What follows belongs to an exercise in optimizing a design on an open flow for small area, a short achievable clock period and few clock cycles per item; a production flow would make more cautious choices. RTL that was checked went through simulation tests only; none was proved equivalent to the original. Only the layout flow was run in run 1; the RTL was not checked for function there. No activity file was given, so power comes from the tool's default toggle rates.

## flow/design.v (module list and top-level ports; edited modules follow where they fit)
// module mac_ctrl: 123 lines
// module mac_pgn: 4 lines
// module mac_gn: 3 lines
// module mac_pgp: 4 lines
// module mac_gp: 3 lines
// module mac_lane: 1579 lines
// module mac_lanes: 24 lines
// module hidden_ram: 32 lines
// module mac_rdslice: 27 lines
// module hidden_mac_top: 66 lines
module hidden_mac_top (
	input  wire                 clk,
	input  wire                 reset,
	input  wire                 i_start,
	input  wire                 i_empty,      
	input  wire                 i_read_done,  
	input  logic [31:0]         i_din,
	input  logic [127:0]        i_weights,
	input  logic [3:0]          i_rd_addr,
	output logic                o_ready,
	output logic                o_next_in,    
	output logic                o_all_done,
	output logic [2:0]          o_state,
	output logic [127:0]        o_rd_data
);
  // ...
==> flow/flow/run.sh <==
#!/bin/bash
# The standard layout (the standard.sh: ORFS from synthesis to the final
# layout) with these changes:
#  - synthesis uses flow/synth_noabc.tcl (see there), and keeps a few small
#    modules apart until after ABC (flow/synth_noabc.tcl flattens them
#    afterwards): the prefix nodes of the lanes' carry into bit 16, so each
#    maps to its own gate and the Kogge-Stone structure stays;
#  - every port still gets a buffer, but a sky130_fd_sc_hd__buf_4 instead of
#    the delay cell that buffer_ports picks by itself;
#  - timing repair may replace a cell by one of another footprint;
#  - sky130_fd_sc_hd__a222oi_1, which comes in one weak size only, is added to
#    the platform's don't-use list, so slow selection gates can be upsized.
# make's output goes to flow_make.log; ORFS writes each step's own log under
# orfs/logs/.
set -euo pipefail
here=$(pwd)
# the platform's don't-use list (platforms/sky130hd/config.mk) and a222oi_1
dont_use="sky130_fd_sc_hd__probe_p_8 sky130_fd_sc_hd__probec_p_8 sky130_fd_sc_hd__lpflow_bleeder_1 sky130_fd_sc_hd__lpflow_clkbufkapwr_1 sky130_fd_sc_hd__lpflow_clkbufkapwr_16 sky130_fd_sc_hd__lpflow_clkbufkapwr_2 sky130_fd_sc_hd__lpflow_clkbufkapwr_4 sky130_fd_sc_hd__lpflow_clkbufkapwr_8 sky130_fd_sc_hd__lpflow_clkinvkapwr_1 sky130_fd_sc_hd__lpflow_clkinvkapwr_16 sky130_fd_sc_hd__lpflow_clkinvkapwr_2 sky130_fd_sc_hd__lpflow_clkinvkapwr_4 sky130_fd_sc_hd__lpflow_clkinvkapwr_8 sky130_fd_sc_hd__lpflow_decapkapwr_12 sky130_fd_sc_hd__lpflow_decapkapwr_3 sky130_fd_sc_hd__lpflow_decapkapwr_4 sky130_fd_sc_hd__lpflow_decapkapwr_6 sky130_fd_sc_hd__lpflow_decapkapwr_8 sky130_fd_sc_hd__lpflow_inputiso0n_1 sky130_fd_sc_hd__lpflow_inputiso0p_1 sky130_fd_sc_hd__lpflow_inputiso1n_1 sky130_fd_sc_hd__lpflow_inputiso1p_1 sky130_fd_sc_hd__lpflow_inputisolatch_1 sky130_fd_sc_hd__lpflow_isobufsrc_1 sky130_fd_sc_hd__lpflow_isobufsrc_16 sky130_fd_sc_hd__lpflow_isobufsrc_2 sky130_fd_sc_hd__lpflow_isobufsrc_4 sky130_fd_sc_hd__lpflow_isobufsrc_8 sky130_fd_sc_hd__lpflow_isobufsrckapwr_16 sky130_fd_sc_hd__lpflow_lsbuf_lh_hl_isowell_tap_1 sky130_fd_sc_hd__lpflow_lsbuf_lh_hl_isowell_tap_2 sky130_fd_sc_hd__lpflow_lsbuf_lh_hl_isowell_tap_4 sky130_fd_sc_hd__lpflow_lsbuf_lh_isowell_4 sky130_fd_sc_hd__lpflow_lsbuf_lh_isowell_tap_1 sky130_fd_sc_hd__lpflow_lsbuf_lh_isowell_tap_2 sky130_fd_sc_hd__lpflow_lsbuf_lh_isowell_tap_4 sky130_fd_sc_hd__a222oi_1"
bash standard.sh \
  "SYNTH_SCRIPT=$here/flow/synth_noabc.tcl" \
  "SYNTH_KEEP_MODULES=mac_pgn mac_gn mac_pgp mac_gp" \
  MATCH_CELL_FOOTPRINT=0 \
  "DONT_USE_CELLS=$dont_use" \
  "BUFFER_PORTS_ARGS=-buffer_cell sky130_fd_sc_hd__buf_4" \
  finish > flow_make.log 2>&1
==> flow/flow/synth_noabc.tcl <==
# The standard synthesis script (synth_recipe.tcl) with one change: Yosys's
# synth runs without its early "abc -fast" pass, so the full adders written in
# the RTL reach extract_fa as written and map to whole sky130 fa/ha cells
# without inverters between them. Everything else, including the final ABC
# mapping, the -nofsm -noshare flags, flattening and renaming, is unchanged.
proc synth {args} { yosys synth -nofsm -noshare -noabc {*}$args }
source $::env(SCRIPTS_DIR)/synth.tcl
# left out here: clear keep_hierarchy, flatten, clean up, hide names made inside functions, write 1_2_yosys.v
==> flow/standard.sh <==
#!/bin/bash
# synth_recipe.tcl (not shown) runs the flow's synth.tcl, then flattens the netlist and writes it again
# the make line also repeats each setting of config.mk as NAME=value (left out here)
make -C /OpenROAD-flow-scripts/flow DESIGN_CONFIG=/design/flow/config.mk WORK_HOME=/design/flow/orfs CLKGATE_MAP_FILE= SYNTH_SCRIPT=/design/flow/synth_recipe.tcl "${@:-finish}"
==> flow/config.mk <==
export PLATFORM = sky130hd
export DESIGN_NAME = hidden_mac_top
export DESIGN_NICKNAME = hidden_mac_top
export VERILOG_FILES = /design/flow/design.v
export SDC_FILE = /design/flow/constraint.sdc
export NUM_CORES = 4
export LEC_CHECK = 0
export CAP_MARGIN = 20
export CORE_MARGIN = 2
export CORE_UTILIZATION = 60
export CTS_CLUSTER_DIAMETER = 150
export CTS_CLUSTER_SIZE = 18
export PLACE_DENSITY = 0.68
export SETUP_SLACK_MARGIN = 3.5
export SLEW_MARGIN = 20
==> flow/constraint.sdc <==
create_clock -name core_clock -period 9.0 [get_ports {clk}]
set_input_delay 1.8000 -clock core_clock [delete_from_list [all_inputs] [get_ports {clk}]]
set_output_delay 1.8000 -clock core_clock [all_outputs]
set_load 0.01 [all_outputs]
==> results.cfg, run 1 <==
[critical_path]
crit_path_end = o_rd_data[74]
cp_slowest_cell = nor2_4
crit_arrival_ns = 4.19
worstSetupPathType = in -> out
crit_family = buffers and inverters
critPathLaunch = i_rd_addr[1]
rr_startpoint = u_ctrl.two_q[4]$_DFF_P_

[power]
switching_share_pct = 44.9
p_clk_share_pct = 11.2
p_total_mw = 65.0
ir_drop_mv = 0.499

[clock_tree]
ctsRootBufferMaster = clkbuf_16
h-tree-depth = 4

[logic_synthesis]
synth_compound_area_share_pct = 19.0
synth_seq_cells = 2517
synth_top_area_share_pct = 35.8
yosys_warnings = 5
synth_fa_ha_area_share_pct = 26.1
synth_top_family_by_area = adder cells
syn_inst = 12300

[finish]
clk_share_pct = 2.97
synthToLayoutAreaGrowth_pct = 10.0
multi_input_cells = 8324
n_fill_cell = 17000
diodes = 16
inverters = 211
multi_input_area_share_pct = 56.4

[status]
status = finished clean

[timing]
finalCriticalPeriod_ns = 5.99

[floorplanning]
die_w_um = 488
die_area_um2 = 238000

[global_routing]
antenna_found_initial = 37
==> module mac_ctrl, before the edit <==
module mac_ctrl (
	input  wire                 clk,
	input  wire                 reset,
	input  wire                 i_start,
	input  wire                 i_empty,
	input  wire                 i_read_done,
	input  logic [31:0]         i_din,
	input  logic [127:0]        i_weights,
	output logic [15:0]         smp_one,      
	output logic [15:0]         smp_two,      
	output logic [15:0]         smp_neg,
	output logic [127:0]        smp_weights,
	output logic [7:0]          rd_tlo,       
	output logic [7:0]          rd_thi0,      
	output logic [7:0]          rd_thi1,
	output logic [3:0]          rd_wrap,
	output logic                clr,          
	output logic                o_ready,
	output logic                o_next_in,
	output logic                o_all_done,
	output logic [2:0]          o_state
);
	localparam logic [1:0] IDLE = 2'd0, RUN = 2'd1, DRAIN = 2'd2, DONE = 2'd3;
	logic [1:0]  state_q;
	logic [3:0]  cnt_q;       
	logic [3:0]  nx_q;
	logic [3:0]  clr_cnt_q;
	logic        clr_q;
	logic        next_q;
	logic [3:0]  nx_d;
	logic [3:0]  base_d;
	logic [7:0]  tlo_q, thi0_q, thi1_q;
	logic [3:0]  wrap_q;
	logic        drain_q;     
	logic        ready;
	logic        accept;
	logic [15:0] one_q, two_q, neg_q;
	logic [15:0] one_d, two_d, neg_d;
	logic [32:0] dx;
	logic [127:0] w_q;
	assign ready  = (state_q == RUN) && (nx_q == cnt_q);
	assign accept = ready && !i_empty;
	always_comb begin
		nx_d = nx_q + 4'd1;
		if (reset || (state_q == IDLE && i_start)) nx_d = '0;
	end
	assign base_d = 4'd2 - nx_d;
	always_ff @(posedge clk) begin
		for (int k = 0; k < 4; k++) begin
			tlo_q[2*k +: 2]  <= 2'(k) - base_d[1:0];
			thi0_q[2*k +: 2] <= 2'(k) - base_d[3:2];
			thi1_q[2*k +: 2] <= 2'(k) - base_d[3:2] - 2'd1;
			wrap_q[k]        <= (3'(k) + 3'(base_d[1:0])) > 3'd3;
		end
	end
	assign rd_tlo  = tlo_q;
	assign rd_thi0 = thi0_q;
	assign rd_thi1 = thi1_q;
	assign rd_wrap = wrap_q;
	always_ff @(posedge clk) begin
		if (reset) begin
			state_q   <= IDLE;
			cnt_q     <= '0;
			clr_cnt_q <= '0;
			clr_q     <= 1'b1;
			next_q    <= 1'b0;
			drain_q   <= 1'b0;
		end else begin
			next_q <= accept && (cnt_q == 4'd15);
			if (accept) cnt_q <= cnt_q + 4'd1;
			if (clr_q) begin
				clr_cnt_q <= clr_cnt_q + 4'd1;
				if (clr_cnt_q == 4'd15) clr_q <= 1'b0;
			end
			case (state_q)
				IDLE: if (i_start) begin
					state_q <= RUN;
					cnt_q   <= '0;
				end
				RUN: begin
					if (accept && i_read_done) begin
						state_q <= DRAIN;
						drain_q <= 1'b1;
					end else if (!accept && i_read_done && i_empty) begin
						state_q <= DRAIN;
						drain_q <= 1'b0;
					end
				end
				DRAIN: begin
					drain_q <= 1'b0;
					if (!drain_q && !clr_q) state_q <= DONE;  
				end
				default: state_q <= DONE;
			endcase
		end
	end
	assign dx = {i_din, 1'b0};
	always_comb begin
		for (int i = 0; i < 16; i++) begin
			one_d[i] = accept && (dx[2*i+1] ^ dx[2*i]);
			two_d[i] = accept && ((dx[2*i+2] && !dx[2*i+1] && !dx[2*i]) || (!dx[2*i+2] && dx[2*i+1] && dx[2*i]));
			neg_d[i] = accept && dx[2*i+2];
		end
	end
	always_ff @(posedge clk) nx_q <= nx_d;
	always_ff @(posedge clk) begin
		one_q <= one_d;
		two_q <= two_d;
		neg_q <= neg_d;
		w_q   <= i_weights;
	end
	assign smp_one     = one_q;
	assign smp_two     = two_q;
	assign smp_neg     = neg_q;
	assign smp_weights = w_q;
	assign clr         = clr_q;
	assign o_ready    = ready;
	assign o_next_in  = next_q;
	assign o_all_done = (state_q == DONE);
	assign o_state    = (state_q == IDLE) ? mac_pkg::ST_IDLE :
	                    (state_q == DONE) ? mac_pkg::ST_DONE :
	                    ready             ? mac_pkg::ST_READY : mac_pkg::ST_BUSY;
endmodule
==> module hidden_ram, before the edit <==
module hidden_ram (
	input  wire            clk,
	input  logic [7:0]     rd_tlo,     
	input  logic [7:0]     rd_thi0,
	input  logic [7:0]     rd_thi1,
	input  logic [3:0]     rd_wrap,
	input  wire            clr,        
	output logic [127:0]   head,       
	input  logic [127:0]   tail,       
	input  logic [3:0]     i_rd_addr,
	output logic [127:0]   o_rd_data
);
	localparam int RW = mac_pkg::ROW_W;
	localparam int D  = mac_pkg::DEPTH;
	logic [D*RW-1:0] ring;  
	always_ff @(posedge clk) begin
		ring[0 +: RW]        <= ring[RW +: RW];
		ring[RW +: RW]       <= clr ? '0 : ring[2*RW +: RW];
		ring[2*RW +: (D-3)*RW] <= ring[3*RW +: (D-3)*RW];
		ring[(D-1)*RW +: RW] <= tail;
	end
	assign head = ring[RW +: RW];
	mac_rdslice u_rd (
		.r    (i_rd_addr),
		.tlo  (rd_tlo),
		.thi0 (rd_thi0),
		.thi1 (rd_thi1),
		.wrap (rd_wrap),
		.d    (ring),
		.o    (o_rd_data)
	);
endmodule
==> module mac_rdslice, before the edit <==
module mac_rdslice (
	input  logic [3:0]   r,
	input  logic [7:0]   tlo,   
	input  logic [7:0]   thi0,  
	input  logic [7:0]   thi1,  
	input  logic [3:0]   wrap,  
	input  logic [2047:0] d,    
	output logic [127:0]  o
);
	logic [3:0] lo_sel, hi_sel;
	logic       carry;
	logic [127:0] grp [4];
	always_comb begin
		carry = wrap[r[1:0]];
		for (int k = 0; k < 4; k++) begin
			lo_sel[k] = (r[1:0] == tlo[2*k +: 2]);
			hi_sel[k] = carry ? (r[3:2] == thi1[2*k +: 2]) : (r[3:2] == thi0[2*k +: 2]);
		end
		o = '0;
		for (int g = 0; g < 4; g++) begin
			grp[g] = '0;
			for (int k = 0; k < 4; k++)
				grp[g] = grp[g] | ({128{lo_sel[k]}} & d[(4*g+k)*128 +: 128]);
			o = o | ({128{hi_sel[g]}} & grp[g]);
		end
	end
endmodule
==> module hidden_mac_top, before the edit <==
module hidden_mac_top (
	input  wire                 clk,
	input  wire                 reset,
	input  wire                 i_start,
	input  wire                 i_empty,      
	input  wire                 i_read_done,  
	input  logic [31:0]         i_din,
	input  logic [127:0]        i_weights,
	input  logic [3:0]          i_rd_addr,
	output logic                o_ready,
	output logic                o_next_in,    
	output logic                o_all_done,
	output logic [2:0]          o_state,
	output logic [127:0]        o_rd_data
);
	logic [15:0]  smp_one, smp_two, smp_neg;
	logic [127:0] smp_weights;
	logic [7:0]   rd_tlo, rd_thi0, rd_thi1;
	logic [3:0]   rd_wrap;
	logic         clr;
	logic [127:0] head;
	logic [127:0] tail;
	mac_ctrl u_ctrl (
		.clk         (clk),
		.reset       (reset),
		.i_start     (i_start),
		.i_empty     (i_empty),
		.i_read_done (i_read_done),
		.i_din       (i_din),
		.i_weights   (i_weights),
		.smp_one     (smp_one),
		.smp_two     (smp_two),
		.smp_neg     (smp_neg),
		.smp_weights (smp_weights),
		.rd_tlo      (rd_tlo),
		.rd_thi0     (rd_thi0),
		.rd_thi1     (rd_thi1),
		.rd_wrap     (rd_wrap),
		.clr         (clr),
		.o_ready     (o_ready),
		.o_next_in   (o_next_in),
		.o_all_done  (o_all_done),
		.o_state     (o_state)
	);
	mac_lanes u_lanes (
		.clk (clk),
		.one (smp_one),
		.two (smp_two),
		.neg (smp_neg),
		.w   (smp_weights),
		.acc (head),
		.sum (tail)
	);
	hidden_ram u_ram (
		.clk       (clk),
		.rd_tlo    (rd_tlo),
		.rd_thi0   (rd_thi0),
		.rd_thi1   (rd_thi1),
		.rd_wrap   (rd_wrap),
		.clr       (clr),
		.head      (head),
		.tail      (tail),
		.i_rd_addr (i_rd_addr),
		.o_rd_data (o_rd_data)
	);
endmodule
==> run 2: changes to the inputs <==
--- a/flow/design.v
+++ b/flow/design.v
@@ -27,8 +27,5 @@
 	output logic [15:0]         smp_neg,
 	output logic [127:0]        smp_weights,
-	output logic [7:0]          rd_tlo,       
-	output logic [7:0]          rd_thi0,      
-	output logic [7:0]          rd_thi1,
-	output logic [3:0]          rd_wrap,
+	output logic [3:0]          nx,           
 	output logic                clr,          
 	output logic                o_ready,
@@ -45,7 +42,4 @@
 	logic        next_q;
 	logic [3:0]  nx_d;
-	logic [3:0]  base_d;
-	logic [7:0]  tlo_q, thi0_q, thi1_q;
-	logic [3:0]  wrap_q;
 	logic        drain_q;     
 	logic        ready;
@@ -61,17 +55,5 @@
 		if (reset || (state_q == IDLE && i_start)) nx_d = '0;
 	end
-	assign base_d = 4'd2 - nx_d;
-	always_ff @(posedge clk) begin
-		for (int k = 0; k < 4; k++) begin
-			tlo_q[2*k +: 2]  <= 2'(k) - base_d[1:0];
-			thi0_q[2*k +: 2] <= 2'(k) - base_d[3:2];
-			thi1_q[2*k +: 2] <= 2'(k) - base_d[3:2] - 2'd1;
-			wrap_q[k]        <= (3'(k) + 3'(base_d[1:0])) > 3'd3;
-		end
-	end
-	assign rd_tlo  = tlo_q;
-	assign rd_thi0 = thi0_q;
-	assign rd_thi1 = thi1_q;
-	assign rd_wrap = wrap_q;
+	assign nx = nx_q;
 	always_ff @(posedge clk) begin
 		if (reset) begin
@@ -1763,8 +1745,5 @@
 module hidden_ram (
 	input  wire            clk,
-	input  logic [7:0]     rd_tlo,     
-	input  logic [7:0]     rd_thi0,
-	input  logic [7:0]     rd_thi1,
-	input  logic [3:0]     rd_wrap,
+	input  logic [3:0]     nx,         
 	input  wire            clr,        
 	output logic [127:0]   head,       
@@ -1785,8 +1764,5 @@
 	mac_rdslice u_rd (
 		.r    (i_rd_addr),
-		.tlo  (rd_tlo),
-		.thi0 (rd_thi0),
-		.thi1 (rd_thi1),
-		.wrap (rd_wrap),
+		.nx   (nx),
 		.d    (ring),
 		.o    (o_rd_data)
@@ -1795,19 +1771,27 @@
 module mac_rdslice (
 	input  logic [3:0]   r,
-	input  logic [7:0]   tlo,   
-	input  logic [7:0]   thi0,  
-	input  logic [7:0]   thi1,  
-	input  logic [3:0]   wrap,  
+	input  logic [3:0]   nx,
 	input  logic [2047:0] d,    
 	output logic [127:0]  o
 );
+	logic [3:0] base;
+	logic [1:0] tlo [4];   
+	logic [1:0] thi [4][4];  
+	logic [3:0] rlo;         
 	logic [3:0] lo_sel, hi_sel;
-	logic       carry;
 	logic [127:0] grp [4];
+	assign base = 4'd2 - nx;
 	always_comb begin
-		carry = wrap[r[1:0]];
 		for (int k = 0; k < 4; k++) begin
-			lo_sel[k] = (r[1:0] == tlo[2*k +: 2]);
-			hi_sel[k] = carry ? (r[3:2] == thi1[2*k +: 2]) : (r[3:2] == thi0[2*k +: 2]);
+			tlo[k] = 2'(k) - base[1:0];
+			for (int j = 0; j < 4; j++)
+				thi[k][j] = 2'(k) - base[3:2] - 2'(((3'(j) + 3'(base[1:0])) > 3'd3) ? 1 : 0);
+		end
+		for (int j = 0; j < 4; j++) rlo[j] = (r[1:0] == 2'(j));
+		for (int k = 0; k < 4; k++) begin
+			lo_sel[k] = (r[1:0] == tlo[k]);
+			hi_sel[k] = 1'b0;
+			for (int j = 0; j < 4; j++)
+				hi_sel[k] = hi_sel[k] | (rlo[j] && (r[3:2] == thi[k][j]));
 		end
 		o = '0;
@@ -1840,6 +1824,5 @@
 	logic [15:0]  smp_one, smp_two, smp_neg;
 	logic [127:0] smp_weights;
-	logic [7:0]   rd_tlo, rd_thi0, rd_thi1;
-	logic [3:0]   rd_wrap;
+	logic [3:0]   nx;
 	logic         clr;
 	logic [127:0] head;
@@ -1857,8 +1840,5 @@
 		.smp_neg     (smp_neg),
 		.smp_weights (smp_weights),
-		.rd_tlo      (rd_tlo),
-		.rd_thi0     (rd_thi0),
-		.rd_thi1     (rd_thi1),
-		.rd_wrap     (rd_wrap),
+		.nx          (nx),
 		.clr         (clr),
 		.o_ready     (o_ready),
@@ -1878,8 +1858,5 @@
 	hidden_ram u_ram (
 		.clk       (clk),
-		.rd_tlo    (rd_tlo),
-		.rd_thi0   (rd_thi0),
-		.rd_thi1   (rd_thi1),
-		.rd_wrap   (rd_wrap),
+		.nx        (nx),
 		.clr       (clr),
 		.head      (head),
==> results.cfg, run 2 <==
[finish]
fin_nets = 14200
final_common_cell = dfxtp_1
final_cells = 15200
largest_reg_flops = 2048
synthToLayoutAreaGrowth_pct = 13.0
utilization_pct = 68.2
mostFrequentLayoutCells = 2,406 x dfxtp_1, 2,257 x a22oi_1, 1,918 x xnor2_1, 1,616 x fa_1, 460 x buf_4
top_register = u_ram.ring
drive_gt1_share_pct = 13.9
fin_area_um2 = 159000

[logic_synthesis]
synth_cell_types = 74
synth_top_area_share_pct = 35.6
syn_inst = 12300
yosys_warnings = 7
synth_edf_count = 0
synth.most_common_cell = dfxtp_1
synth.cell_area_um2 = 141000
syn_area_per_cell_um2 = 11.4
seq_area_frac_synth_pct = 35.6
synth_area_leaders = dfxtp_1 36%, fa_1 23%, a22oi_1 12%, xnor2_1 12%, ha_1 3.2%
synth_seq_cells = 2501
synth_ff_type = dfxtp_1
synth.largest_area_cell = dfxtp_1
synth-async-reset-ratio_pct = 0
synth_commonest_cells = 2,501 x dfxtp_1, 2,274 x a22oi_1, 1,924 x xnor2_1

[timing]
final-setup-viol-count = 0
timing.final.crit_share_pct = 66.0
slew_headroom_pct = 13.0
hold_viol_final = 0
worst_pin_slew_ns = 1.31
finalClockSkew_ns = 0.0877
finalCriticalPeriod_ns = 5.94
fin_tns_setup_ns = 0
finalMaxSlewViolations = 0
rsz0062_at_grt = yes
whs_ns = 0.332
fmax_mhz = 168
fin_ws_ns = 3.06

[power]
ir_drop_mv = 0.405
p_clk_share_pct = 10.4
internal_power_mw = 37.2
power_frac_seq_pct = 29.0
p_leak_nw = 62.1
switching_share_pct = 46.7
power.switching_mw = 32.6
p_total_mw = 69.7
comb_power_share_pct = 60.6
power_density_nw_per_um2 = 439

[clock_tree]
clk_latency_ns = 0.90
cts_buffers = 160
cts_hold_buf = 0
cts_buffer_depth = 3
cts_tree = yes
h-tree-depth = 4
ctsRootBufferMaster = clkbuf_16
cts.sinks = 2501
path_clk_slew_ns = 0.07

[placed_design]
dpl_cell_area_um2 = 145000
dp_cells = 14700
io_buffers = 302
finalWeightedCongestion = 0.981
dp_hpwl_mm = 325
pre_cts_ws_ns = 2.16

[floorplanning]
initial_utilization_pct = 60.4
die_area_um2 = 238000
die_w_um = 488
core-area_um2 = 233000
die_y_um = 488
ios = 303
rows = 177

[global_routing]
antenna_found_initial = 53
grt_start_max_net_pins = 133
first_global_vias = 113000
gr-usage-all-layers_pct = 45.7
grt_pass1_wl_mm = 790
grt-ovfl-total = 0

[drt]
antenna_left = 0
wl_mm = 572
vias = 111000
drc = 0
drtPass1Iterations = 10
vias_per_cell = 7.31
drt_iter0_markers = 16900
wl_per_cell_um = 37.6

[critical_path]
critPathMaxFanout = 23
worstSetupPathType = in -> out
cp-start-kind = primary input
regToRegSetupSlack_ns = 3.35
endpoint_kind = primary output
required_ns = 7.20
crit_arrival_ns = 4.14

[worst_hold_path]
worstHoldPathType = reg -> reg

[flow_run]
drv_cap = 0

[status]
status = finished clean
-- run 2: cell type report --
type,instances,area (µm²)
multi-input combinational,8390,90400
fill,16700,73900
sequential,2501,50300
timing repair buffer,756,8800
clock buffer,167,4040
tap,3132,3920
inverter,203,771
clock inverter,22,539
antenna,45,113
-- run 2: critical path, stage by stage --
cell and delay (ns):
buf_8 0.13, xor2_4 0.16, buf_12 0.15, and2_4 0.25, buf_16 0.21, clkbuf_16 0.24, a22o_1 0.28, a221oi_1 0.44
o221ai_1 0.23, buf_4 0.20
-- run 2: what timing repair did --
item                       CTS  global route
gates resized for setup    645           358
gates cloned                67            40
setup buffers              103            24
setup endpoints to repair  128           130
pin swaps                   49            19
-- run 2: metal layers --
| layer | global-route usage, % | up-vias | routed length (µm) |
|---|---|---|---|
| met1 | 57.4 | 55900 | 203000 |
| li1 | - | 42800 | - |
| met5 | 1.37 | - | 690 |
| met2 | 64.7 | 10000 | 234000 |
| met3 | 22.3 | 2447 | 95700 |
| met4 | 23.4 | 58 | 38700 |
-- run 2: per-module statistics from Yosys, one instance, submodules excluded --
module          cell area, µm²  cells inside  flops+latches
mac_pgp                   8.76             2              0
hidden_mac_top          140000         12200           2501
mac_gn                    8.76             1              0
mac_pgn                   12.5             2              0
mac_gp                    5.00             1              0
-- run 2: cell families (layout without fill, tap and decap cells) --
logic type      after synthesis  after routing  share of synthesized area [%]
other cells                   1             49                        0.00267
flops                      2501           2501                           35.6
fa+ha+maj                  1970           1970                           26.2
mux                           7             35                         0.0525
compound gates             3603           3603                           19.1
buf+inv                    1482           1148                           3.96
xor+xnor                   2041           2041                           12.7
simple gates                731            737                           2.43
-- run 2: worst paths after layout --
path | cells after the start | endpoint | from
hold / removal | 0 | u_ram.ring[1549]$_DFF_P_ | u_ram.ring[1677]$_DFF_P_
setup reg to reg | 9 | u_lanes.g_lane[2].u_lane.vb_q[19]$_DFF_P_ | u_ctrl.two_q[4]$_DFF_P_
setup / recovery | 10 | o_rd_data[104] | i_rd_addr[0]
hold reg to reg | 0 | u_ram.ring[1549]$_DFF_P_ | u_ram.ring[1677]$_DFF_P_
-- run 2: power groups by stage --
stage	clock, mW	combinational (mW)	sequential [mW]
2_1_floorplan	0	21.4	18.1
3_3_place_gp	0	33.5	19.6
3_5_place_dp	0	34.2	19.8
4_1_cts	7.25	38.1	19.8
5_1_grt	7.66	44.0	20.5
6_report	7.27	42.2	20.2
Testbench counts of run 2, summed over its fixed seeds: cycles 2,869, samples 2,741.
==> module mac_lanes, before the edit <==
module mac_lanes (
	input  wire          clk,
	input  logic [15:0]  one,   
	input  logic [15:0]  two,   
	input  logic [15:0]  neg,   
	input  logic [127:0] w,     
	input  logic [127:0] acc,   
	output logic [127:0] sum    
);
	genvar l;
	generate
		for (l = 0; l < 4; l = l + 1) begin : g_lane
			mac_lane u_lane (
				.clk (clk),
				.one (one),
				.two (two),
				.neg (neg),
				.w   (w[l*32 +: 32]),
				.acc (acc[l*32 +: 32]),
				.sum (sum[l*32 +: 32])
			);
		end
	endgenerate
endmodule
==> run 3: changes to the inputs <==
--- a/flow/design.v
+++ b/flow/design.v
@@ -23,9 +23,10 @@
 	input  logic [31:0]         i_din,
 	input  logic [127:0]        i_weights,
-	output logic [15:0]         smp_one,      
-	output logic [15:0]         smp_two,      
-	output logic [15:0]         smp_neg,
-	output logic [127:0]        smp_weights,
+	output logic [15:0]         smp_one_n,    
+	output logic [15:0]         smp_two_n,    
+	output logic [15:0]         smp_neg_n,
+	output logic [127:0]        smp_weights_n,  
 	output logic [3:0]          nx,           
+	output logic [7:0]          rd_u,         
 	output logic                clr,          
 	output logic                o_ready,
@@ -42,11 +43,13 @@
 	logic        next_q;
 	logic [3:0]  nx_d;
+	logic [3:0]  base_d;
+	logic [7:0]  u_q;         
 	logic        drain_q;     
 	logic        ready;
 	logic        accept;
-	logic [15:0] one_q, two_q, neg_q;
+	logic [15:0] one_nq, two_nq, neg_nq;
 	logic [15:0] one_d, two_d, neg_d;
 	logic [32:0] dx;
-	logic [127:0] w_q;
+	logic [127:0] w_nq;
 	assign ready  = (state_q == RUN) && (nx_q == cnt_q);
 	assign accept = ready && !i_empty;
@@ -56,4 +59,11 @@
 	end
 	assign nx = nx_q;
+	assign base_d = 4'd2 - nx_d;
+	always_ff @(posedge clk) begin
+		for (int j = 0; j < 4; j++)
+			if (j != 1)
+				u_q[2*j +: 2] <= 2'd0 - base_d[3:2] - 2'(((3'(j) + 3'(base_d[1:0])) > 3'd3) ? 1 : 0);
+	end
+	assign rd_u = {u_q[7:4], nx_q[3:2], u_q[1:0]};
 	always_ff @(posedge clk) begin
 		if (reset) begin
@@ -103,13 +113,13 @@
 	always_ff @(posedge clk) nx_q <= nx_d;
 	always_ff @(posedge clk) begin
-		one_q <= one_d;
-		two_q <= two_d;
-		neg_q <= neg_d;
-		w_q   <= i_weights;
+		one_nq <= ~one_d;
+		two_nq <= ~two_d;
+		neg_nq <= ~neg_d;
+		w_nq   <= ~i_weights;
 	end
-	assign smp_one     = one_q;
-	assign smp_two     = two_q;
-	assign smp_neg     = neg_q;
-	assign smp_weights = w_q;
+	assign smp_one_n   = one_nq;
+	assign smp_two_n   = two_nq;
+	assign smp_neg_n   = neg_nq;
+	assign smp_weights_n = w_nq;
 	assign clr         = clr_q;
 	assign o_ready    = ready;
@@ -1718,8 +1728,8 @@
 module mac_lanes (
 	input  wire          clk,
-	input  logic [15:0]  one,   
-	input  logic [15:0]  two,   
-	input  logic [15:0]  neg,   
-	input  logic [127:0] w,     
+	input  logic [15:0]  one_n,   
+	input  logic [15:0]  two_n,   
+	input  logic [15:0]  neg_n,   
+	input  logic [127:0] w_n,   
 	input  logic [127:0] acc,   
 	output logic [127:0] sum    
@@ -1730,8 +1740,8 @@
 			mac_lane u_lane (
 				.clk (clk),
-				.one (one),
-				.two (two),
-				.neg (neg),
-				.w   (w[l*32 +: 32]),
+				.one (~one_n),
+				.two (~two_n),
+				.neg (~neg_n),
+				.w   (~w_n[l*32 +: 32]),
 				.acc (acc[l*32 +: 32]),
 				.sum (sum[l*32 +: 32])
@@ -1746,4 +1756,5 @@
 	input  wire            clk,
 	input  logic [3:0]     nx,         
+	input  logic [7:0]     rd_u,       
 	input  wire            clr,        
 	output logic [127:0]   head,       
@@ -1765,4 +1776,5 @@
 		.r    (i_rd_addr),
 		.nx   (nx),
+		.u    (rd_u),
 		.d    (ring),
 		.o    (o_rd_data)
@@ -1772,4 +1784,5 @@
 	input  logic [3:0]   r,
 	input  logic [3:0]   nx,
+	input  logic [7:0]   u,     
 	input  logic [2047:0] d,    
 	output logic [127:0]  o
@@ -1786,5 +1799,5 @@
 			tlo[k] = 2'(k) - base[1:0];
 			for (int j = 0; j < 4; j++)
-				thi[k][j] = 2'(k) - base[3:2] - 2'(((3'(j) + 3'(base[1:0])) > 3'd3) ? 1 : 0);
+				thi[k][j] = 2'(k) + u[2*j +: 2];
 		end
 		for (int j = 0; j < 4; j++) rlo[j] = (r[1:0] == 2'(j));
@@ -1822,7 +1835,8 @@
 	output logic [127:0]        o_rd_data
 );
-	logic [15:0]  smp_one, smp_two, smp_neg;
-	logic [127:0] smp_weights;
+	logic [15:0]  smp_one_n, smp_two_n, smp_neg_n;
+	logic [127:0] smp_weights_n;
 	logic [3:0]   nx;
+	logic [7:0]   rd_u;
 	logic         clr;
 	logic [127:0] head;
@@ -1836,9 +1850,10 @@
 		.i_din       (i_din),
 		.i_weights   (i_weights),
-		.smp_one     (smp_one),
-		.smp_two     (smp_two),
-		.smp_neg     (smp_neg),
-		.smp_weights (smp_weights),
+		.smp_one_n   (smp_one_n),
+		.smp_two_n   (smp_two_n),
+		.smp_neg_n   (smp_neg_n),
+		.smp_weights_n (smp_weights_n),
 		.nx          (nx),
+		.rd_u        (rd_u),
 		.clr         (clr),
 		.o_ready     (o_ready),
@@ -1849,8 +1864,8 @@
 	mac_lanes u_lanes (
 		.clk (clk),
-		.one (smp_one),
-		.two (smp_two),
-		.neg (smp_neg),
-		.w   (smp_weights),
+		.one_n (smp_one_n),
+		.two_n (smp_two_n),
+		.neg_n (smp_neg_n),
+		.w_n (smp_weights_n),
 		.acc (head),
 		.sum (tail)
@@ -1859,4 +1874,5 @@
 		.clk       (clk),
 		.nx        (nx),
+		.rd_u      (rd_u),
 		.clr       (clr),
 		.head      (head),
==> results.cfg, run 3 <==
[logic_synthesis]
yosys_warnings = 7
synth.cell_area_um2 = 142000
synthMuxAreaShare_pct = 0.0521
syn_area_per_cell_um2 = 10.5
syn_inst = 13500
synth_top_family_by_area = adder cells
synth_edf_count = 0
synth_area_leaders = dfxtp_1 35%, fa_1 23%, xnor2_1 12%, o22ai_1 7.8%, nand2_1 3.2%
synth_seq_cells = 2507
synth_cell_types = 80
synth_fa_ha_area_share_pct = 25.9
synth.most_common_cell = dfxtp_1
yosys.area_share.simple_pct = 4.86
synth_ff_type = dfxtp_1
synth_compound_area_share_pct = 16.4
synth_xor_area_share_pct = 12.7
seq_area_frac_synth_pct = 35.4
synth_top_area_share_pct = 35.4
synth-async-reset-ratio_pct = 0
synth_commonest_cells = 2,507 x dfxtp_1, 1,940 x xnor2_1, 1,766 x o22ai_1
synth.largest_area_cell = dfxtp_1

[timing]
rsz0062_at_grt = yes
final-setup-viol-count = 0
slew_headroom_pct = 12.7
fin_tns_setup_ns = 0
fmax_mhz = 172
timing.final.crit_share_pct = 64.7
finalMaxSlewViolations = 0
worst_pin_slew_ns = 1.30
finalClockSkew_ns = 0.0703
whs_ns = 0.319
fin_ws_ns = 3.18
hold_viol_final = 0
finalCriticalPeriod_ns = 5.82

[clock_tree]
ctsRootBufferMaster = clkbuf_16
h-tree-depth = 4
cts_hold_buf = 0
cts_buffer_depth = 3
cts_buffers = 159
path_clk_slew_ns = 0.08
cts.sinks = 2507
clk_latency_ns = 0.91
cts_tree = yes

[critical_path]
crit_top_cell = clkbuf_16
reg2reg_depth = 10
worstSetupPathType = in -> out
required_ns = 7.20
critPathMaxFanout = 15
cp-start-kind = primary input
cp.depth = 11
cp_num_buf_inv = 6
crit_family = buffers and inverters
slowest_delay_ns = 0.44
endpoint_kind = primary output
crit_arrival_ns = 4.02
cp_slowest_cell = a221oi_1
worstPathCellList = buf_16, xnor2_4, clkbuf_16, o21ai_4, buf_12, clkbuf_16, clkbuf_16, a221oi_1, o22a_1, o221ai_2, buf_4

[drt]
vias_per_cell = 7.21
vias = 117000
drtPass1Iterations = 14
wl_mm = 562
drc = 0
antenna_left = 0
drt_iter0_markers = 18000
wl_per_cell_um = 34.7

[power]
power_density_nw_per_um2 = 408
p_leak_nw = 64.5
p_total_mw = 63.9
ir_drop_mv = 0.380

[global_routing]
gr-usage-all-layers_pct = 44.1
first_global_vias = 118000
grt_start_max_net_pins = 139
grt_pass1_wl_mm = 787
antenna_found_initial = 50
grt-ovfl-total = 0

[placed_design]
io_buffers = 302
dp_cells = 15800
finalWeightedCongestion = 0.969
pre_cts_ws_ns = 2.13
dpl_cell_area_um2 = 146000
dp_hpwl_mm = 312

[floorplanning]
ios = 303
die_w_um = 490
initial_utilization_pct = 60.3
die_area_um2 = 240000
rows = 178
core-area_um2 = 235000
die_y_um = 490

[finish]
top_register = u_ram.ring
n_fill_cell = 17700
largest_reg_flops = 2048
fin_nets = 15100
final_common_cell = dfxtp_1
fin_area_um2 = 157000
final_cells = 16200
mostFrequentLayoutCells = 2,426 x dfxtp_1, 1,934 x xnor2_1, 1,766 x o22ai_1, 1,616 x fa_1, 1,207 x nand2_1
synthToLayoutAreaGrowth_pct = 10.5
utilization_pct = 66.6
drive_gt1_share_pct = 10.6

[status]
status = finished clean

[worst_hold_path]
worstHoldPathType = reg -> reg
whs_path_depth = 0

[flow_run]
drv_cap = 0
==> run 3: Yosys stat by module, one instance, submodules excluded <==
| module | copies in the design | flops+latches | cells inside |
|---|---|---|---|
| hidden_mac_top | 1 | 2507 | 13400 |
| mac_pgn | 32 | 0 | 2 |
| mac_gn | 8 | 0 | 1 |
| mac_pgp | 12 | 0 | 2 |
| mac_gp | 8 | 0 | 1 |
==> run 3: final timing paths <==
kind | endpoint | from | slack [ns]
worst max-delay path | o_rd_data[22] | i_rd_addr[1] | 3.18
worst min-delay path | u_ram.ring[1679]$_DFF_P_ | u_ram.ring[1807]$_DFF_P_ | 0.32
worst min register to register | u_ram.ring[1679]$_DFF_P_ | u_ram.ring[1807]$_DFF_P_ | 0.32
worst max register to register | u_lanes.g_lane[1].u_lane.vb_q[14]$_DFF_P_ | u_ctrl.neg_nq[0]$_DFF_P_ | 3.49
==> run 3: area by class of cell <==
class                   instances  area (µm²)  area share [%]
multi-input cells            9195       88200            56.3
clock inverters                15         330           0.211
well taps                    3150        3940            2.52
inverters                     442        1660            1.06
repair buffers                699        8000            5.11
clock buffers                 168        4040            2.58
flip-flops and latches       2507       50400            32.2
diodes                         35        87.6          0.0559
==> run 3: logic make-up (layout without fill, tap and decap cells) <==
family	after synthesis	count (layout)
xor gates and xnor gates	2051	2051
buffers and inverters	1780	1324
AOI/OAI and AO/OA	3491	3492
DFF	2507	2507
other	1	39
adders and majority gates	1963	1963
and+or+nand+nor	1655	1655
muxes	7	30
==> run 3: power by group <==
part	internal (mW)	switching (mW)
combinational	15.2	21.9
sequential	16.4	3.27
clock	3.27	3.86
==> run 3: repair_timing <==
action,4_1_cts,5_1_grt
pin swaps,82,74
setup endpoints to repair,128,128
setup buffers,43,18
gates resized for setup,386,216
gates cloned,71,32
==> run 3: metal layers <==
metal  wire, µm  track usage, %  part of all wire (%)
met1     195000            54.2                    35
met2     229000            62.8                    41
met3      93600            21.7                    17
met4      43200            24.5                   7.7
met5        925            1.13                  0.16
Testbench counts of run 3, summed over its fixed seeds: cycles 2,869, samples 2,741.
==> run 4: changes to the inputs <==
--- a/flow/config.mk
+++ b/flow/config.mk
@@ -12,4 +12,4 @@
 export CTS_CLUSTER_SIZE = 18
 export PLACE_DENSITY = 0.68
-export SETUP_SLACK_MARGIN = 3.5
+export SETUP_SLACK_MARGIN = 4.0
 export SLEW_MARGIN = 20
==> results.cfg, run 4 <==
[clock_tree]
cts_tree = yes
cts_hold_buf = 0
cts_buffer_depth = 3
ctsRootBufferMaster = clkbuf_16
cts_buffers = 159
path_clk_slew_ns = 0.08
cts.sinks = 2507
clk_latency_ns = 0.93
h-tree-depth = 4

[timing]
finalCriticalPeriod_ns = 5.84
hold_viol_final = 0
rsz0062_at_grt = yes
slew_headroom_pct = 16.7
finalClockSkew_ns = 0.110
fin_tns_setup_ns = 0
fmax_mhz = 171
final-setup-viol-count = 0
finalMaxSlewViolations = 0
whs_ns = 0.313
fin_ws_ns = 3.16
timing.final.crit_share_pct = 64.9
worst_pin_slew_ns = 1.25

[logic_synthesis]
synth_xor_area_share_pct = 12.7
syn_inst = 13500
synth_top_family_by_area = adder cells
synth_area_leaders = dfxtp_1 35%, fa_1 23%, xnor2_1 12%, o22ai_1 7.8%, nand2_1 3.2%
synth.cell_area_um2 = 142000
synth-async-reset-ratio_pct = 0
seq_area_frac_synth_pct = 35.4
synth_ff_type = dfxtp_1
synth_cell_types = 80
syn_area_per_cell_um2 = 10.5
synth_top_area_share_pct = 35.4
yosys.area_share.simple_pct = 4.86
synth_compound_area_share_pct = 16.4
synthMuxAreaShare_pct = 0.0521
synth.largest_area_cell = dfxtp_1
synth_fa_ha_area_share_pct = 25.9
synth_seq_cells = 2507
synth_edf_count = 0
yosys_warnings = 7
synth.most_common_cell = dfxtp_1
synth_commonest_cells = 2,507 x dfxtp_1, 1,940 x xnor2_1, 1,766 x o22ai_1

[finish]
fin_area_um2 = 155000
fin_nets = 15100
final_cells = 16200
mostFrequentLayoutCells = 2,430 x dfxtp_1, 1,934 x xnor2_1, 1,766 x o22ai_1, 1,616 x fa_1, 1,208 x nand2_1
top_register = u_ram.ring
drive_gt1_share_pct = 9.46
n_fill_cell = 18000
final_common_cell = dfxtp_1
largest_reg_flops = 2048
synthToLayoutAreaGrowth_pct = 9.42

[drt]
drc = 0
wl_per_cell_um = 34.0
antenna_left = 0
vias = 115000
drtPass1Iterations = 10
drt_iter0_markers = 16900
vias_per_cell = 7.13
wl_mm = 550

[worst_hold_path]
worstHoldPathType = reg -> reg

[power]
power_density_nw_per_um2 = 401
p_leak_nw = 63.8
ir_drop_mv = 0.306

[critical_path]
crit_top_cell = buf_6
crit_family = compound AO/OA/AOI/OAI gates
cp-start-kind = primary input
endpoint_kind = primary output
crit_arrival_ns = 4.04
worstSetupPathType = in -> out
cp_slowest_cell = mux2_8
critPathMaxFanout = 9
cp_num_buf_inv = 5
slowest_delay_ns = 0.41
worstPathCellList = buf_12, buf_8, xnor2_4, nand4_1, o41ai_4, a211oi_4, mux2_8, buf_6, clkbuf_16, o22a_1, o221ai_4, buf_6
required_ns = 7.20

[global_routing]
grt_start_max_net_pins = 141
grt-ovfl-total = 0
first_global_vias = 117000
gr-usage-all-layers_pct = 43.3
antenna_found_initial = 52
grt_pass1_wl_mm = 776

[floorplanning]
initial_utilization_pct = 60.3
die_y_um = 490
ios = 303
core-area_um2 = 235000
rows = 178
die_area_um2 = 240000
die_w_um = 490

[placed_design]
finalWeightedCongestion = 0.943
pre_cts_ws_ns = 2.21
dpl_cell_area_um2 = 147000
dp_cells = 15800
dp_hpwl_mm = 308
io_buffers = 302

[status]
status = finished clean

[flow_run]
drv_cap = 0
## run 4: cell types whose count changed in the layout (fill, tap and decap cells not counted), sizes merged
| cell | previous run | this run |
|---|---|---|
| diode | 35 | 47 |
| bufinv | 1 | 0 |
| buf | 645 | 625 |
| mux2 | 26 | 16 |
| xor2 | 110 | 111 |
| clkbuf | 222 | 205 |
| clkinv | 7 | 12 |
| inv | 449 | 451 |
| clkinvlp | 0 | 1 |
## run 4: path summary, 6_finish.rpt
check,startpoint,endpoint,slack (ns),depth (start not counted)
worst max-delay path,i_rd_addr[2],o_rd_data[68],3.16,12
worst min-delay path,u_ram.ring[1989]$_DFF_P_,u_ram.ring[1861]$_DFF_P_,0.31,0
worst max register to register,u_ctrl.neg_nq[6]$_DFF_P_,u_lanes.g_lane[0].u_lane.vb_q[21]$_DFF_P_,3.87,8
worst min register to register,u_ram.ring[1989]$_DFF_P_,u_ram.ring[1861]$_DFF_P_,0.31,0
## run 4: through the flow
step | util [%] | power, mW
after floorplan | - | 39.6
after global placement | 62.4 | 50.4
after detailed placement | 62.4 | 51.3
after CTS | 65.3 | 59.7
after global routing | 65.9 | 65.0
final | 66.0 | 62.2
## run 4: cell families (layout without fill, tap and decap cells)
kind of cell | after synthesis | count (layout)
AND/OR/NAND/NOR | 1655 | 1655
buffers and inverters | 1780 | 1294
flip-flops | 2507 | 2507
other | 1 | 51
XOR/XNOR | 2051 | 2052
multiplexers | 7 | 20
adder cells (fa/ha/maj) | 1963 | 1963
AO/OA/AOI/OAI | 3491 | 3492
## run 4: Yosys stat by module, one instance, submodules excluded
module / times used / cells inside / cell area, µm² / flops+latches
hidden_mac_top: 1 / 13400 / 141000 / 2507
mac_gn: 8 / 1 / 8.76 / 0
mac_gp: 8 / 1 / 5.00 / 0
mac_pgn: 32 / 2 / 12.5 / 0
mac_pgp: 12 / 2 / 8.76 / 0
## run 4: worst register-to-register path: cells and delay by family (launching register included)
family     cells  cell delay, ns
fa+ha+maj      6            3.12
flops          1            0.74
buf+inv        1            0.63
xor+xnor       1            0.44
## run 4: final cells by class
type | count | area, µm² | area share, %
antenna | 47 | 118 | 0.0758
clock buffer | 168 | 4020 | 2.59
clock inverter | 22 | 434 | 0.280
inverter | 442 | 1660 | 1.07
multi-input combinational | 9186 | 87200 | 56.2
sequential | 2507 | 50400 | 32.5
tap | 3150 | 3940 | 2.54
timing repair buffer | 662 | 7390 | 4.76
## run 4: report_power, final
group	internal (mW)	leakage, nW	switching (mW)	total [mW]
sequential	16.4	21.0	3.15	19.6
clock	3.24	2.15	3.88	7.13
combinational	14.6	40.6	20.9	35.5
total	34.3	63.8	27.9	62.2
## run 4: routing by layer
| metal | vias to the layer above | track usage [%] | share of wire [%] |
|---|---|---|---|
| met2 | 10400 | 60.9 | 41 |
| met4 | 48 | 23.7 | 7.0 |
| met3 | 2846 | 22.6 | 17 |
| met1 | 56800 | 53.4 | 35 |
| li1 | 45400 | - | - |
| met5 | - | 0.516 | 0.098 |
## run 4: timing repair
action / in CTS / in global routing
gates cloned: 42 / 22
gates resized for setup: 185 / 137
endpoints found under the setup margin: 178 / 184
setup buffers: 50 / 22
pin swaps: 58 / 33
==> run 5: changes to the inputs <==
--- a/flow/flow/run.sh
+++ b/flow/flow/run.sh
@@ -6,6 +6,7 @@
 #    afterwards): the prefix nodes of the lanes' carry into bit 16, so each
 #    maps to its own gate and the Kogge-Stone structure stays;
-#  - every port still gets a buffer, but a sky130_fd_sc_hd__buf_4 instead of
-#    the delay cell that buffer_ports picks by itself;
+#  - every port still gets a buffer, but a sky130_fd_sc_hd__buf_2 instead of
+#    the delay cell that buffer_ports picks by itself (timing repair upsizes
+#    the ones on critical paths);
 #  - timing repair may replace a cell by one of another footprint;
 #  - sky130_fd_sc_hd__a222oi_1, which comes in one weak size only, is added to
@@ -22,4 +23,4 @@
   MATCH_CELL_FOOTPRINT=0 \
   "DONT_USE_CELLS=$dont_use" \
-  "BUFFER_PORTS_ARGS=-buffer_cell sky130_fd_sc_hd__buf_4" \
+  "BUFFER_PORTS_ARGS=-buffer_cell sky130_fd_sc_hd__buf_2" \
   finish > flow_make.log 2>&1
--- a/flow/config.mk
+++ b/flow/config.mk
@@ -9,7 +9,7 @@
 export CORE_MARGIN = 2
 export CORE_UTILIZATION = 60
-export CTS_CLUSTER_DIAMETER = 150
-export CTS_CLUSTER_SIZE = 18
+export CTS_CLUSTER_DIAMETER = 160
+export CTS_CLUSTER_SIZE = 20
 export PLACE_DENSITY = 0.68
-export SETUP_SLACK_MARGIN = 4.0
+export SETUP_SLACK_MARGIN = 3.5
 export SLEW_MARGIN = 20
==> results.cfg, run 5 <==
[drt]
antenna_left = 0
drc = 0
vias = 118000
drt_iter0_markers = 17800
drtPass1Iterations = 10
vias_per_cell = 7.25
wl_per_cell_um = 35.4
wl_mm = 575

[logic_synthesis]
synth-async-reset-ratio_pct = 0
synthMuxAreaShare_pct = 0.0521
yosys.area_share.simple_pct = 4.86
syn_inst = 13500
synth.most_common_cell = dfxtp_1
synth_cell_types = 80
syn_area_per_cell_um2 = 10.5
synth_area_leaders = dfxtp_1 35%, fa_1 23%, xnor2_1 12%, o22ai_1 7.8%, nand2_1 3.2%
synth_fa_ha_area_share_pct = 25.9
synth.largest_area_cell = dfxtp_1
synth_commonest_cells = 2,507 x dfxtp_1, 1,940 x xnor2_1, 1,766 x o22ai_1
yosys_warnings = 7
seq_area_frac_synth_pct = 35.4
synth_seq_cells = 2507
synth_top_area_share_pct = 35.4
synth_ff_type = dfxtp_1
synth.cell_area_um2 = 142000
synth_top_family_by_area = adder cells
synth_xor_area_share_pct = 12.7
synth_compound_area_share_pct = 16.4
synth_edf_count = 0

[critical_path]
crit_family = buffers and inverters
crit_arrival_ns = 3.98
cp_slowest_cell = a221oi_2
slowest_delay_ns = 0.31
worstPathCellList = buf_16, xor2_4, buf_6, o21ai_4, buf_12, clkbuf_16, clkbuf_16, a221oi_2, o22a_1, o221ai_4, buf_6
required_ns = 7.20
worstSetupPathType = in -> out
cp_num_buf_inv = 6
endpoint_kind = primary output
critPathMaxFanout = 7
cp-start-kind = primary input

[global_routing]
grt_pass1_wl_mm = 802
antenna_found_initial = 65
grt_start_max_net_pins = 112
first_global_vias = 118000
gr-usage-all-layers_pct = 45.0
grt-ovfl-total = 0

[floorplanning]
rows = 178
die_w_um = 490
die_y_um = 490
initial_utilization_pct = 60.3
ios = 303
die_area_um2 = 240000
core-area_um2 = 235000

[power]
ir_drop_mv = 0.360
power_density_nw_per_um2 = 408
p_leak_nw = 64.5

[timing]
final-setup-viol-count = 0
worst_pin_slew_ns = 1.29
finalClockSkew_ns = 0.0665
fin_tns_setup_ns = 0
slew_headroom_pct = 13.7
finalMaxSlewViolations = 0
hold_viol_final = 0
fmax_mhz = 173
timing.final.crit_share_pct = 64.2
rsz0062_at_grt = yes
finalCriticalPeriod_ns = 5.78

[clock_tree]
cts_buffers = 144
cts.sinks = 2507
h-tree-depth = 4
cts_tree = yes
cts_hold_buf = 0
ctsRootBufferMaster = clkbuf_16
clk_latency_ns = 0.91
cts_buffer_depth = 3
path_clk_slew_ns = 0.08

[placed_design]
dpl_cell_area_um2 = 145000
finalWeightedCongestion = 0.959
dp_hpwl_mm = 309
io_buffers = 302

[finish]
synthToLayoutAreaGrowth_pct = 10.7
largest_reg_flops = 2048
mostFrequentLayoutCells = 2,429 x dfxtp_1, 1,935 x xnor2_1, 1,766 x o22ai_1, 1,616 x fa_1, 1,207 x nand2_1
top_register = u_ram.ring
seq_area_um2 = 50400
fin_area_um2 = 157000
fin_nets = 15100
multi_input_area_um2 = 88900
n_fill_cell = 17600
drive_gt1_share_pct = 11.2
final_common_cell = dfxtp_1

[status]
status = finished clean

[flow_run]
drv_cap = 0

[worst_hold_path]
worstHoldPathType = reg -> reg
## run 5: cell count changes in the layout (fill, tap and decap cells not counted), sizes merged
cell    delta
clkbuf    +17
mux2       +7
diode      +9
buf       +38
xor2       -1
inv        -1
clkinv     -2
## run 5: area by class of cell
type / count / share of cell area, %
Antenna cell: 56 / 0.0893
Clock buffer: 156 / 2.34
Clock inverter: 19 / 0.224
Inverter: 442 / 1.06
Multi-Input combinational cell: 9192 / 56.6
Sequential cell: 2507 / 32.1
Tap cell: 3150 / 2.51
Timing Repair Buffer: 729 / 5.04
## run 5: per-module statistics from Yosys, one instance, submodules excluded
module          cells  flip-flops and latches  times used  cell area, µm²
mac_pgn             2                       0          32            12.5
mac_gn              1                       0           8            8.76
mac_pgp             2                       0          12            8.76
mac_gp              1                       0           8            5.00
hidden_mac_top  13400                    2507           1          141000
## run 5: per-layer routing
metal	GRT usage, %	vias up	routed length (µm)
li1	-	45500	-
met1	55.0	57600	198000
met2	63.7	11300	232000
met3	22.8	3338	98000
met4	26.2	62	46300
met5	0.536	-	678
## run 5: worst paths after layout
| kind | start | to | slack (ns) | depth (start not counted) |
|---|---|---|---|---|
| setup / recovery | i_rd_addr[1] | o_rd_data[64] | 3.22 | 11 |
| hold / removal | u_ram.ring[1555]$_DFF_P_ | u_ram.ring[1427]$_DFF_P_ | 0.33 | 0 |
| setup reg to reg | u_ctrl.neg_nq[7]$_DFF_P_ | u_lanes.g_lane[1].u_lane.vb_q[21]$_DFF_P_ | 3.46 | 8 |
| hold reg to reg | u_ram.ring[1555]$_DFF_P_ | u_ram.ring[1427]$_DFF_P_ | 0.33 | 0 |
## run 5: timing repair
item / CTS / global route
resized for setup: 441 / 312
setup buffers: 45 / 16
cloned: 98 / 42
endpoints found under the setup margin: 128 / 135
pin swaps: 81 / 73
## run 5: report_power, final
part           internal (mW)  switching, mW
Sequential              16.4           3.38
Combinational           15.3           22.1
Clock                   2.97           3.85
## run 5: per-stage QoR
stage / util [%] / std cells / worst slack, ns / hold WS (ns) / power [mW]
5_1_grt: 66.7 / 16200 / 3.17 / 0.340 / 66.7
2_1_floorplan: - / 13500 / 3.70 / 0.331 / 38.9
4_1_cts: 65.4 / 16100 / 3.31 / 0.329 / 60.2
3_3_place_gp: 61.6 / 15800 / 1.96 / 0.332 / 49.6
6_report: 66.7 / 16300 / 3.22 / 0.333 / 64.0
3_5_place_dp: 61.6 / 15800 / 1.95 / 0.334 / 50.5
## run 5: cell families (layout without fill, tap and decap cells)
family	Yosys count	count (layout)
AOI/OAI and AO/OA	3491	3492
xor gates and xnor gates	2051	2051
other	1	60
and+or+nand+nor	1655	1655
muxes	7	27
adders and majority gates	1963	1963
buffers and inverters	1780	1346
DFF	2507	2507
==> run 6: changes to the inputs <==
--- a/flow/design.v
+++ b/flow/design.v
@@ -1773,11 +1773,20 @@
 	end
 	assign head = ring[RW +: RW];
-	mac_rdslice u_rd (
-		.r    (i_rd_addr),
-		.nx   (nx),
-		.u    (rd_u),
-		.d    (ring),
-		.o    (o_rd_data)
-	);
+	genvar q, t;
+	generate
+		for (q = 0; q < 4; q = q + 1) begin : g_rd
+			logic [16*32-1:0] d;
+			for (t = 0; t < 16; t = t + 1) begin : g_slot
+				assign d[t*32 +: 32] = ring[t*RW + q*32 +: 32];
+			end
+			mac_rdslice u_rd (
+				.r  (i_rd_addr),
+				.nx (nx),
+				.u  (rd_u),
+				.d  (d),
+				.o  (o_rd_data[q*32 +: 32])
+			);
+		end
+	endgenerate
 endmodule
 module mac_rdslice (
@@ -1785,6 +1794,6 @@
 	input  logic [3:0]   nx,
 	input  logic [7:0]   u,     
-	input  logic [2047:0] d,    
-	output logic [127:0]  o
+	input  logic [511:0] d,     
+	output logic [31:0]  o
 );
 	logic [3:0] base;
@@ -1793,5 +1802,5 @@
 	logic [3:0] rlo;         
 	logic [3:0] lo_sel, hi_sel;
-	logic [127:0] grp [4];
+	logic [31:0] grp [4];
 	assign base = 4'd2 - nx;
 	always_comb begin
@@ -1812,6 +1821,6 @@
 			grp[g] = '0;
 			for (int k = 0; k < 4; k++)
-				grp[g] = grp[g] | ({128{lo_sel[k]}} & d[(4*g+k)*128 +: 128]);
-			o = o | ({128{hi_sel[g]}} & grp[g]);
+				grp[g] = grp[g] | ({32{lo_sel[k]}} & d[(4*g+k)*32 +: 32]);
+			o = o | ({32{hi_sel[g]}} & grp[g]);
 		end
 	end
--- a/flow/flow/run.sh
+++ b/flow/flow/run.sh
@@ -5,5 +5,6 @@
 #    modules apart until after ABC (flow/synth_noabc.tcl flattens them
 #    afterwards): the prefix nodes of the lanes' carry into bit 16, so each
-#    maps to its own gate and the Kogge-Stone structure stays;
+#    maps to its own gate and the Kogge-Stone structure stays, and the four
+#    readback slices, so each keeps its own slot decode;
 #  - every port still gets a buffer, but a sky130_fd_sc_hd__buf_2 instead of
 #    the delay cell that buffer_ports picks by itself (timing repair upsizes
@@ -20,5 +21,5 @@
 bash standard.sh \
   "SYNTH_SCRIPT=$here/flow/synth_noabc.tcl" \
-  "SYNTH_KEEP_MODULES=mac_pgn mac_gn mac_pgp mac_gp" \
+  "SYNTH_KEEP_MODULES=mac_pgn mac_gn mac_pgp mac_gp mac_rdslice" \
   MATCH_CELL_FOOTPRINT=0 \
   "DONT_USE_CELLS=$dont_use" \
==> results.cfg, run 6 <==
[finish]
seq_area_um2 = 50400
multi_input_area_um2 = 90300
n_fill_cell = 18000
mostFrequentLayoutCells = 2,422 x dfxtp_1, 1,939 x xnor2_1, 1,814 x o22ai_1, 1,616 x fa_1, 469 x nand2_1
final_common_cell = dfxtp_1
drive_gt1_share_pct = 12.2
fin_area_um2 = 160000
fin_nets = 15100
top_register = u_ram.ring
largest_reg_flops = 2048
synthToLayoutAreaGrowth_pct = 10.2

[logic_synthesis]
synth_top_area_share_pct = 34.6
synth_xor_area_share_pct = 12.6
synth.cell_area_um2 = 145000
synth_area_leaders = dfxtp_1 35%, fa_1 22%, xnor2_1 12%, o22ai_1 7.9%, ha_1 3.0%
synth_fa_ha_area_share_pct = 25.3
synth_cell_types = 83
synthMuxAreaShare_pct = 3.48
seq_area_frac_synth_pct = 34.6
syn_inst = 13200
synth-async-reset-ratio_pct = 0
synth_commonest_cells = 2,507 x dfxtp_1, 1,945 x xnor2_1, 1,821 x o22ai_1
yosys.area_share.simple_pct = 3.78
syn_area_per_cell_um2 = 11.0
synth_compound_area_share_pct = 15.6
synth_edf_count = 0
synth.largest_area_cell = dfxtp_1
synth_top_family_by_area = adder cells
yosys_warnings = 7
synth_seq_cells = 2507
synth_ff_type = dfxtp_1
synth.most_common_cell = dfxtp_1

[placed_design]
dpl_cell_area_um2 = 149000
finalWeightedCongestion = 0.944
dp_hpwl_mm = 292
io_buffers = 302
pre_cts_ws_ns = 1.80

[global_routing]
antenna_found_initial = 25
grt_pass1_wl_mm = 773
gr-usage-all-layers_pct = 42.1
grt_start_max_net_pins = 129
grt-ovfl-total = 0
first_global_vias = 119000

[status]
status = finished clean

[critical_path]
cp-start-kind = primary input
regToRegSetupSlack_ns = 3.46
required_ns = 7.20
worstSetupPathType = in -> out
endpoint_kind = primary output
rr_startpoint = u_ctrl.one_nq[9]$_DFF_P_
reg2reg_depth = 9
timing.rr.end = u_lanes.g_lane[0].u_lane.vb_q[21]$_DFF_P_
critPathLaunch = i_rd_addr[0]
critPathMaxFanout = 8
crit_path_end = o_rd_data[111]
crit_arrival_ns = 3.93

[floorplanning]
ios = 303
die_w_um = 496
rows = 180
core-area_um2 = 241000
initial_utilization_pct = 60.3
die_y_um = 496
die_area_um2 = 246000

[timing]
fmax_mhz = 175
fin_tns_setup_ns = 0
finalCriticalPeriod_ns = 5.73
timing.final.crit_share_pct = 63.6
hold_viol_final = 0
finalMaxSlewViolations = 0
whs_ns = 0.319
finalClockSkew_ns = 0.0496
fin_ws_ns = 3.27
worst_pin_slew_ns = 1.30
rsz0062_at_grt = yes
slew_headroom_pct = 13.4
final-setup-viol-count = 0

[drt]
antenna_left = 0
drtPass1Iterations = 19
vias = 115000
wl_per_cell_um = 33.1
drt_iter0_markers = 16200
drc = 0
vias_per_cell = 7.15
wl_mm = 534

[clock_tree]
h-tree-depth = 4
cts.sinks = 2507
cts_tree = yes
clk_latency_ns = 0.87
ctsRootBufferMaster = clkbuf_16
cts_buffers = 145
cts_buffer_depth = 3
cts_hold_buf = 0
path_clk_slew_ns = 0.08

[power]
p_leak_nw = 66.8
ir_drop_mv = 0.341
power_density_nw_per_um2 = 391
p_total_mw = 62.4

[flow_run]
drv_cap = 0

[worst_hold_path]
whs_path_depth = 0
worstHoldPathType = reg -> reg
## run 6: modules after synthesis, one instance, submodules excluded
module / flops+latches / cell area [µm²] / copies in the design / cells inside
mac_gp: 0 / 5.00 / 8 / 1
mac_pgp: 0 / 8.76 / 12 / 2
hidden_mac_top: 2507 / 126000 / 1 / 10700
mac_rdslice: 0 / 4500 / 4 / 609
mac_gn: 0 / 8.76 / 8 / 1
mac_pgn: 0 / 12.5 / 32 / 2
## run 6: repair_timing
item	4_1_cts	5_1_grt
resized for setup	485	155
pin swaps	107	79
buffers inserted	154	36
gates cloned	113	19
endpoints found under the setup margin	128	128
## run 6: power breakdown
group	switching, mW	internal [mW]	leakage (nW)
combinational	20.0	15.9	43.9
clock	3.75	3.00	1.94
sequential	3.21	16.5	21.0
total	27.0	35.5	66.8
## run 6: worst min path at each step
| stage | slack (ns) | to | start |
|---|---|---|---|
| 3_5_place_dp | 0.33 | u_ram.ring[1241]$_DFF_P_ | u_ram.ring[1369]$_DFF_P_ |
| 5_1_grt | 0.32 | u_ram.ring[1397]$_DFF_P_ | u_ram.ring[1525]$_DFF_P_ |
| 2_1_floorplan | 0.33 | u_ram.ring[1167]$_DFF_P_ | u_ram.ring[1295]$_DFF_P_ |
| 4_1_cts | 0.31 | u_ram.ring[1138]$_DFF_P_ | u_ram.ring[1266]$_DFF_P_ |
| 6_report | 0.32 | u_ram.ring[991]$_DFF_P_ | u_ram.ring[1119]$_DFF_P_ |
| 3_3_place_gp | 0.33 | u_ram.ring[715]$_DFF_P_ | u_ram.ring[843]$_DFF_P_ |
## run 6: kinds of logic after synthesis
family	Yosys count
AOI/OAI and AO/OA	3302
DFF	2507
xor gates and xnor gates	2076
adders and majority gates	1963
buffers and inverters	1732
and+or+nand+nor	1124
muxes	488
other	1
## run 6: cell type report
type,count,area share [%]
Multi-Input combinational cell,8961,56.5
Clock buffer,158,2.35
Timing Repair Buffer,873,5.96
Inverter,444,1.04
Antenna cell,9,0.0141
Clock inverter,16,0.131
Sequential cell,2507,31.5
Tap cell,3185,2.49
## run 6: critical path, cell delays in order
cell and delay [ns]:
buf_16 0.16, buf_16 0.21, nor2b_4 0.33, mux2i_4 0.16, buf_6 0.16, buf_12 0.15
clkbuf_16 0.18, o211ai_1 0.19, nand4_1 0.30, buf_2 0.26
## run 6: through the flow
step                utilization [%]  std cells
floorplan                         -      13200
global placement               61.7      15600
global route                   66.5      16100
detailed placement             61.7      15600
CTS                            65.8      16100
finish                         66.5      16200
## run 6: per-layer routing
metal	share of wire, %	routed length (µm)	track usage (%)	vias to the layer above
met5	0.095	505	0.328	-
met3	14	73500	15.1	3210
li1	-	-	-	45300
met2	42	225000	61.4	9877
met4	8.5	45400	29.1	47
met1	35	189000	52.1	57000
Testbench counts of run 6, summed over its fixed seeds: cycles 2,869, samples 2,741.

## what the ideal ports hide
The results above use ideal ports. As a check the final layouts listed here were re-extracted and re-timed, cells and wires unchanged. Step 1 assumes that a clkbuf_16 drives the clock port and a buf_2 every other input. Step 2 adds t to the input delays and takes it off the output delays; t is the mean of the earliest and latest rising clock arrival at the registers after step 1. Input paths then give back, and output paths get back, about the clock's delay inside the block. a / b / c = ideal ports / drivers / drivers and shift; a / b = the first two.
run	shift t [ns]	setup slack, ns	worst setup path after step 2
run 1	0.958	3.013 / 2.959 / 2.959	input to output
run 2	0.962	3.056 / 3.014 / 3.014	input to output
run 3	0.983	3.180 / 3.019 / 3.019	input to output
run 4	0.977	3.156 / 3.106 / 3.106	input to output
run 5	0.978	3.219 / 3.050 / 3.050	input to output
run 6	0.947	3.273 / 2.997 / 2.997	input to output
After both steps every run listed still meets setup and hold. The setup slack of run 6, which loses most, moves by -0.276 ns with the drivers and by -0.276 ns with both steps.
